This design comes from an exercise in tuning for small area on the open sky130 flow, not from production work. In this exercise RTL edits were held to simulation tests only and were not proved equivalent to the original.

--- design/flow/design.v ---
package range_gen_pkg;
  localparam int W      = 16;         
  localparam int RAD_W  = 2 * W + 2;  
  localparam int ROOT_W = W + 1;      
  localparam logic [W-1:0] SAT_MAX = '1;
  localparam int CYC_PER_ANCHOR = 18;  
  localparam int TOTAL_LAT      = 72;  
  typedef enum logic [1:0] {
    IDLE = 2'd0,
    SQR  = 2'd1,
    ROOT = 2'd2
  } state_e;
endpackage
import range_gen_pkg::*;
module isqrt_seq (
  input  logic              clk,
  input  logic              reset,
  input  logic              load,
  input  logic [RAD_W-1:0]  rad,
  output logic [ROOT_W-1:0] root,
  output logic              rdy
);
  localparam int REM_W = ROOT_W + 1;        
  localparam logic [4:0] LAST = ROOT_W - 1;
  logic [RAD_W-1:0]  rad_q, rad_d;
  logic [REM_W-1:0]  rem_q, rem_d;
  logic [ROOT_W-1:0] root_q, root_d;
  logic [4:0]        cnt_q, cnt_d;
  logic              act_q, act_d;
  logic [REM_W+1:0]  rem_sh;   
  logic [REM_W+1:0]  trial;    
  logic [REM_W+1:0]  diff;     
  always_comb begin
    rad_d  = rad_q;
    rem_d  = rem_q;
    root_d = root_q;
    cnt_d  = cnt_q;
    act_d  = act_q;
    rem_sh = {rem_q, rad_q[RAD_W-1 -: 2]};
    trial  = {1'b0, root_q, 2'b01};
    diff   = rem_sh - trial;
    if (load) begin
      rad_d  = rad;
      rem_d  = '0;
      root_d = '0;
      cnt_d  = '0;
      act_d  = 1'b1;
    end else if (act_q) begin
      rad_d = {rad_q[RAD_W-3:0], 2'b00};
      if (rem_sh >= trial) begin
        rem_d  = diff[REM_W-1:0];
        root_d = {root_q[ROOT_W-2:0], 1'b1};
      end else begin
        rem_d  = rem_sh[REM_W-1:0];
        root_d = {root_q[ROOT_W-2:0], 1'b0};
      end
      cnt_d = cnt_q + 5'd1;
      if (cnt_q == LAST) begin
        act_d = 1'b0;
      end
    end
  end
  always_ff @(posedge clk or negedge reset) begin
    if (!reset) begin
      rad_q  <= '0;
      rem_q  <= '0;
      root_q <= '0;
      cnt_q  <= '0;
      act_q  <= 1'b0;
    end else begin
      rad_q  <= rad_d;
      rem_q  <= rem_d;
      root_q <= root_d;
      cnt_q  <= cnt_d;
      act_q  <= act_d;
    end
  end
  assign root = root_d;
  assign rdy  = act_q && (cnt_q == LAST);
endmodule
import range_gen_pkg::*;
module range_gen_2d (
  input  logic         clk,
  input  logic         reset,
  input  logic         start,
  input  logic [W-1:0] x_tag,
  input  logic [W-1:0] y_tag,
  input  logic [W-1:0] x0,
  input  logic [W-1:0] x1,
  input  logic [W-1:0] x2,
  input  logic [W-1:0] x3,
  input  logic [W-1:0] y0,
  input  logic [W-1:0] y1,
  input  logic [W-1:0] y2,
  input  logic [W-1:0] y3,
  output logic         busy,
  output logic         done,
  output logic [W-1:0] r0,
  output logic [W-1:0] r1,
  output logic [W-1:0] r2,
  output logic [W-1:0] r3,
  output logic [3:0]   ovf
);
  range_gen_pkg::state_e state_q, state_d;
  logic [1:0]   k_q, k_d;
  logic [W-1:0] tx_q, tx_d, ty_q, ty_d;
  logic [3:0][W-1:0] ax_q;
  logic [3:0][W-1:0] ax_d;
  logic [3:0][W-1:0] ay_q;
  logic [3:0][W-1:0] ay_d;
  logic [3:0][W-1:0] sh_q;
  logic [3:0][W-1:0] sh_d;
  logic [3:0]   sovf_q, sovf_d;
  logic [3:0][W-1:0] r_q;
  logic [3:0][W-1:0] r_d;
  logic [3:0]   ovf_q, ovf_d;
  logic         busy_q, busy_d;
  logic         done_q, done_d;
  logic [3:0][W-1:0] ax_in;
  logic [3:0][W-1:0] ay_in;
  logic signed [W:0] ddx, ddy;
  logic signed [W:0] ndx, ndy;
  logic [W-1:0]      dx, dy;
  logic [RAD_W-1:0]  dx_w, dy_w;
  logic [RAD_W-1:0]  rad;
  logic              load;
  logic              rdy;
  logic [ROOT_W-1:0] root;
  assign ax_in[0] = x0;
  assign ax_in[1] = x1;
  assign ax_in[2] = x2;
  assign ax_in[3] = x3;
  assign ay_in[0] = y0;
  assign ay_in[1] = y1;
  assign ay_in[2] = y2;
  assign ay_in[3] = y3;
  always_comb begin
    ddx = $signed({1'b0, tx_q}) - $signed({1'b0, ax_q[k_q]});
    ddy = $signed({1'b0, ty_q}) - $signed({1'b0, ay_q[k_q]});
    ndx = -ddx;
    ndy = -ddy;
    dx  = ddx[W] ? ndx[W-1:0] : ddx[W-1:0];
    dy  = ddy[W] ? ndy[W-1:0] : ddy[W-1:0];
    dx_w = dx;
    dy_w = dy;
    rad = dx_w * dx_w + dy_w * dy_w;
  end
  assign load = (state_q == SQR);
  isqrt_seq u_isqrt (
    .clk   (clk),
    .reset (reset),
    .load  (load),
    .rad   (rad),
    .root  (root),
    .rdy   (rdy)
  );
  always_comb begin
    state_d = state_q;
    k_d     = k_q;
    tx_d    = tx_q;
    ty_d    = ty_q;
    ax_d    = ax_q;
    ay_d    = ay_q;
    sh_d    = sh_q;
    sovf_d  = sovf_q;
    r_d     = r_q;
    ovf_d   = ovf_q;
    busy_d  = busy_q;
    done_d  = 1'b0;
    unique case (state_q)
      IDLE: begin
        if (start) begin
          tx_d    = x_tag;
          ty_d    = y_tag;
          ax_d    = ax_in;
          ay_d    = ay_in;
          k_d     = 2'd0;
          busy_d  = 1'b1;
          state_d = SQR;
        end
      end
      SQR: begin
        state_d = ROOT;
      end
      ROOT: begin
        if (rdy) begin
          sh_d[k_q]   = root[ROOT_W-1] ? SAT_MAX : root[W-1:0];
          sovf_d[k_q] = root[ROOT_W-1];
          if (k_q == 2'd3) begin
            r_d     = sh_d;
            ovf_d   = sovf_d;
            busy_d  = 1'b0;
            done_d  = 1'b1;
            state_d = IDLE;
          end else begin
            k_d     = k_q + 2'd1;
            state_d = SQR;
          end
        end
      end
      default: state_d = IDLE;
    endcase
  end
  always_ff @(posedge clk or negedge reset) begin
    if (!reset) begin
      state_q <= IDLE;
      k_q     <= '0;
      tx_q    <= '0;
      ty_q    <= '0;
      ax_q    <= '0;
      ay_q    <= '0;
      sh_q    <= '0;
      sovf_q  <= '0;
      r_q     <= '0;
      ovf_q   <= '0;
      busy_q  <= 1'b0;
      done_q  <= 1'b0;
    end else begin
      state_q <= state_d;
      k_q     <= k_d;
      tx_q    <= tx_d;
      ty_q    <= ty_d;
      ax_q    <= ax_d;
      ay_q    <= ay_d;
      sh_q    <= sh_d;
      sovf_q  <= sovf_d;
      r_q     <= r_d;
      ovf_q   <= ovf_d;
      busy_q  <= busy_d;
      done_q  <= done_d;
    end
  end
  assign busy = busy_q;
  assign done = done_q;
  assign r0   = r_q[0];
  assign r1   = r_q[1];
  assign r2   = r_q[2];
  assign r3   = r_q[3];
  assign ovf  = ovf_q;
endmodule
--- design/flow/run.sh ---
#!/bin/bash
# synth_recipe.tcl (not shown) runs the flow's synth.tcl, then flattens the netlist and writes it again
# the make line also repeats each setting of config.mk as NAME=value (left out here)
make -C /OpenROAD-flow-scripts/flow DESIGN_CONFIG=/design/flow/config.mk WORK_HOME=/design/flow/orfs CLKGATE_MAP_FILE= SYNTH_SCRIPT=/design/flow/synth_recipe.tcl finish
--- design/flow/constraint.sdc ---
create_clock -name core_clock -period 13.0 [get_ports {clk}]
set_input_delay 2.6000 -clock core_clock [delete_from_list [all_inputs] [get_ports {clk}]]
set_output_delay 2.6000 -clock core_clock [all_outputs]
set_load 0.01 [all_outputs]
--- design/flow/config.mk ---
export PLATFORM = sky130hd
export DESIGN_NAME = range_gen_2d
export DESIGN_NICKNAME = range_gen_2d
export VERILOG_FILES = /design/flow/design.v
export SDC_FILE = /design/flow/constraint.sdc
export NUM_CORES = 4
export LEC_CHECK = 0
export CAP_MARGIN = 20
export CORE_MARGIN = 2
export CORE_UTILIZATION = 40
export SLEW_MARGIN = 20
==> metrics.cfg <==
[timing]
drv_slew=0
rsz0062_at_grt=false
fmax_mhz=82.29
worst_pin_slew_ns=1.021
setup_violations=0
clock_skew_ns=0.03390
finalCritPeriodShare_pct=93.47
min_period_ns=12.15
slew_headroom_pct=31.94
hold_viol_final=0
fin_setup_tns_ns=0

[worst_setup_path]
path_buf_inv=6
rr_worst_depth=37
path_max_fanout=16
cp-endpoint=u_isqrt.rad_q[32]
worst_path_max_delay_cell=xor2_1
r2r-end=u_isqrt.rad_q[32]
cpMostUsedCell=fa_1
crit_required_ns=13.44
cp_slowest_stage_delay_ns=0.66
critPathKind=flip-flop to flip-flop
startpoint=k_q[0]
cp-start-kind=flip-flop
crit_family=adder cells
reg2reg_from=k_q[0]
r2r_slack_ns=0.85
crit_cells=37
end_kind=flip-flop
critPathArrivalTime_ns=12.59

[route]
wl_per_cell_um=17.96
drtIter0Drc=1400
drt-pass1-iter-count=5
drt_wl_total_mm=83.28
vias_per_cell=5.181
vias=24028
drcViolationCount=0
postRouteAntennaNets=0

[grt]
grt-ovfl-total=0
antenna_found_initial=5
track_usage_pct=19.84
grt_max_degree=165
grt_pass1_wl_mm=135.8
grt_pass1_vias=24958

[floorplanning]
die_h_um=292.9
die_area_sq_um=85810
die_w_um=292.9
ioPinCount=233
start_util_pct=40.54
core_area_sq_um=82370
rows=105

[layout]
drive_above_1_share_pct=10.04
fin_nets=4336
post-route-util_pct=46.72
syn_to_final_growth_pct=15.23
nFillCells=7802

[hold_path]
hold_class=flip-flop to flip-flop

[synthesis]
yosysWarnings=2
async_flop_share_pct=100.0
synthCells=3349
synth_area_per_cell_sq_um=9.971
ys.flop_type=dfrtp_1
synth_edf_count=0
ys_seq_elements=360
synth.distinct_cells=81
synthesis.nets=4155
yosysSeqAreaShare_pct=26.98
syn-cell-area_sq_um=33390

[clock_network]
cts_inserted_buffers=43
htree_levels=2
path_clk_slew_ns=0.06
holdBufCountCts=0
clock_path_buffers=3
numClockSinks=360
root_buffer=clkbuf_16
cts_setup_buffers=0
cts_tree=yes
clk_latency_ns=0.59

[placed_design]
dp_hpwl_mm=65.84
finalWeightedCongestion=0.8954
portBuffers=232

[job]
max_cap_violations=0

[run_status]
status=timing/DRC/antenna clean

-- metal layers --
layer / GRT usage (%) / routed length [um] / vias up
li1: - / - / 11275
met1: 27.90 / 37630 / 12086
met2: 31.64 / 38620 / 568
met3: 3.616 / 5037 / 97
met4: 5.103 / 1988 / 2
met5: 0 / 11 / -
-- synthesized netlist by cell type (all sizes together), types with 49 or more instances --
cell type	instances	share of area, %
mux2i	52	1.6
a21oi	125	1.9
mux2	162	5.5
nor2	289	3.3
nand2	246	2.8
clkbuf	113	1.3
ha	257	9.6
inv	594	6.7
xnor2	52	1.4
fa	386	23
a22o	49	1.3
dfrtp	360	27
o21ai	134	2.0
-- state kept, by name, summed over array words and instances (netlist names) --
signal and flops:
ax_q 64, ay_q 64, busy_q 1, done_q 1, k_q 2, ovf_q 4, r_q 64, sh_q 48
sovf_q 3, state_q 2, tx_q 16, ty_q 16, u_isqrt.act_q 1, u_isqrt.cnt_q 5, u_isqrt.rad_q 34, u_isqrt.rem_q 18
u_isqrt.root_q 17
-- layout by cell type (no fill, tap or decap), types with 12 or more instances in the layout --
cell type | netlist | layout
xor2_1 | 35 | 34
nor3_1 | 24 | 24
mux2_2 | 162 | 162
a21oi_1 | 124 | 124
clkdlybuf4s50_1 | 0 | 231
nor2b_1 | 47 | 46
fa_1 | 386 | 386
o21a_1 | 17 | 17
clkbuf_16 | 0 | 43
nor2_1 | 288 | 286
nand2b_1 | 31 | 31
and2_1 | 13 | 13
mux4_2 | 32 | 32
nand3_1 | 28 | 28
mux2i_1 | 52 | 52
a22o_1 | 49 | 49
o21ai_1 | 12 | 12
o31ai_1 | 15 | 15
or3_1 | 22 | 22
a21o_1 | 47 | 47
a221oi_1 | 20 | 20
ha_1 | 257 | 257
buf_4 | 0 | 41
dfrtp_1 | 360 | 357
a211oi_1 | 24 | 24
nand2_1 | 246 | 245
xnor2_1 | 52 | 50
o21ai_0 | 122 | 122
inv_1 | 586 | 586
-- cell families (layout without fill, tap and decap cells) --
| kind of cell | after synthesis | in the layout | synth area share [%] |
|---|---|---|---|
| multiplexers | 246 | 246 | 9.179 |
| buffers and inverters | 737 | 952 | 8.310 |
| other | 0 | 4 | 0 |
| AO/OA/AOI/OAI | 517 | 517 | 10.24 |
| XOR/XNOR | 89 | 89 | 2.379 |
| flip-flops | 360 | 360 | 26.98 |
| adder cells (fa/ha/maj) | 643 | 643 | 32.77 |
| AND/OR/NAND/NOR | 757 | 757 | 10.15 |
-- final cells by class --
cell class | count | area (sq um) | area share, %
clock buffers | 53 | 1184 | 3.076
inverters | 599 | 2248 | 5.843
well taps | 1070 | 1339 | 3.479
multi-input cells | 2252 | 21670 | 56.32
flip-flops and latches | 360 | 9015 | 23.43
diodes | 4 | 10.01 | 0.02601
clock inverters | 26 | 359.1 | 0.9332
repair buffers | 274 | 2655 | 6.899
-- worst min-delay path, delay by kind of cell (launching register included) --
| kind | cells | cell delay [ns] |
|---|---|---|
| compound gates | 1 | 0.06 |
| flops | 1 | 0.33 |
| simple gates | 1 | 0.05 |
-- how the worst min path moves through the flow --
stage	startpoint	endpoint	depth (start not counted)
6_report	sh_q[16]	sh_q[16]	2
5_1_grt	sovf_q[2]	sovf_q[2]	1
4_1_cts	sh_q[0]	sh_q[0]	2
3_5_place_dp	sh_q[16]	sh_q[16]	2
3_3_place_gp	sh_q[32]	sh_q[32]	2
2_1_floorplan	sh_q[16]	sh_q[16]	2
-- per-stage QoR --
step | hold slack (ns) | cell area (sq um) | setup slack [ns] | std cells
floorplan | 0.4404 | 33390 | 1.744 | 3349
global placement | 0.4573 | 36890 | 0.8964 | 4555
detailed placement | 0.4657 | 36900 | 0.7654 | 4555
CTS | 0.4813 | 38440 | 0.7649 | 4634
global route | 0.4988 | 38480 | 0.008424 | 4637
finish | 0.4790 | 38480 | 0.8485 | 4638
-- timing repair --
item	CTS	global route
gates resized for setup	0	1
endpoints found under the setup margin	0	1
endpoints found under the hold margin	0	0

-- what the ideal ports hide --
How much do the figures lean on ideal ports? The routed layout below was timed once more, with nothing changed but the port constraints. Step 1 sets driving cells, clkbuf_16 on the clock port and buf_2 on the other inputs (assumed; they add their load-dependent delay and slew). Step 2 also shifts input and output timing later by t, the mid clock arrival at the registers, as if the neighbouring blocks saw the same clock. a / b / c = ideal ports / drivers / drivers and shift; a / b = the first two.
t, ns: 0.639
setup slack, ns: 0.848 / 0.848 / 0.848
worst setup path at the end: register to register
After both steps setup and hold are still met in this run. The setup slack of this run moves by 0.000 ns with the drivers and by 0.000 ns with both steps.
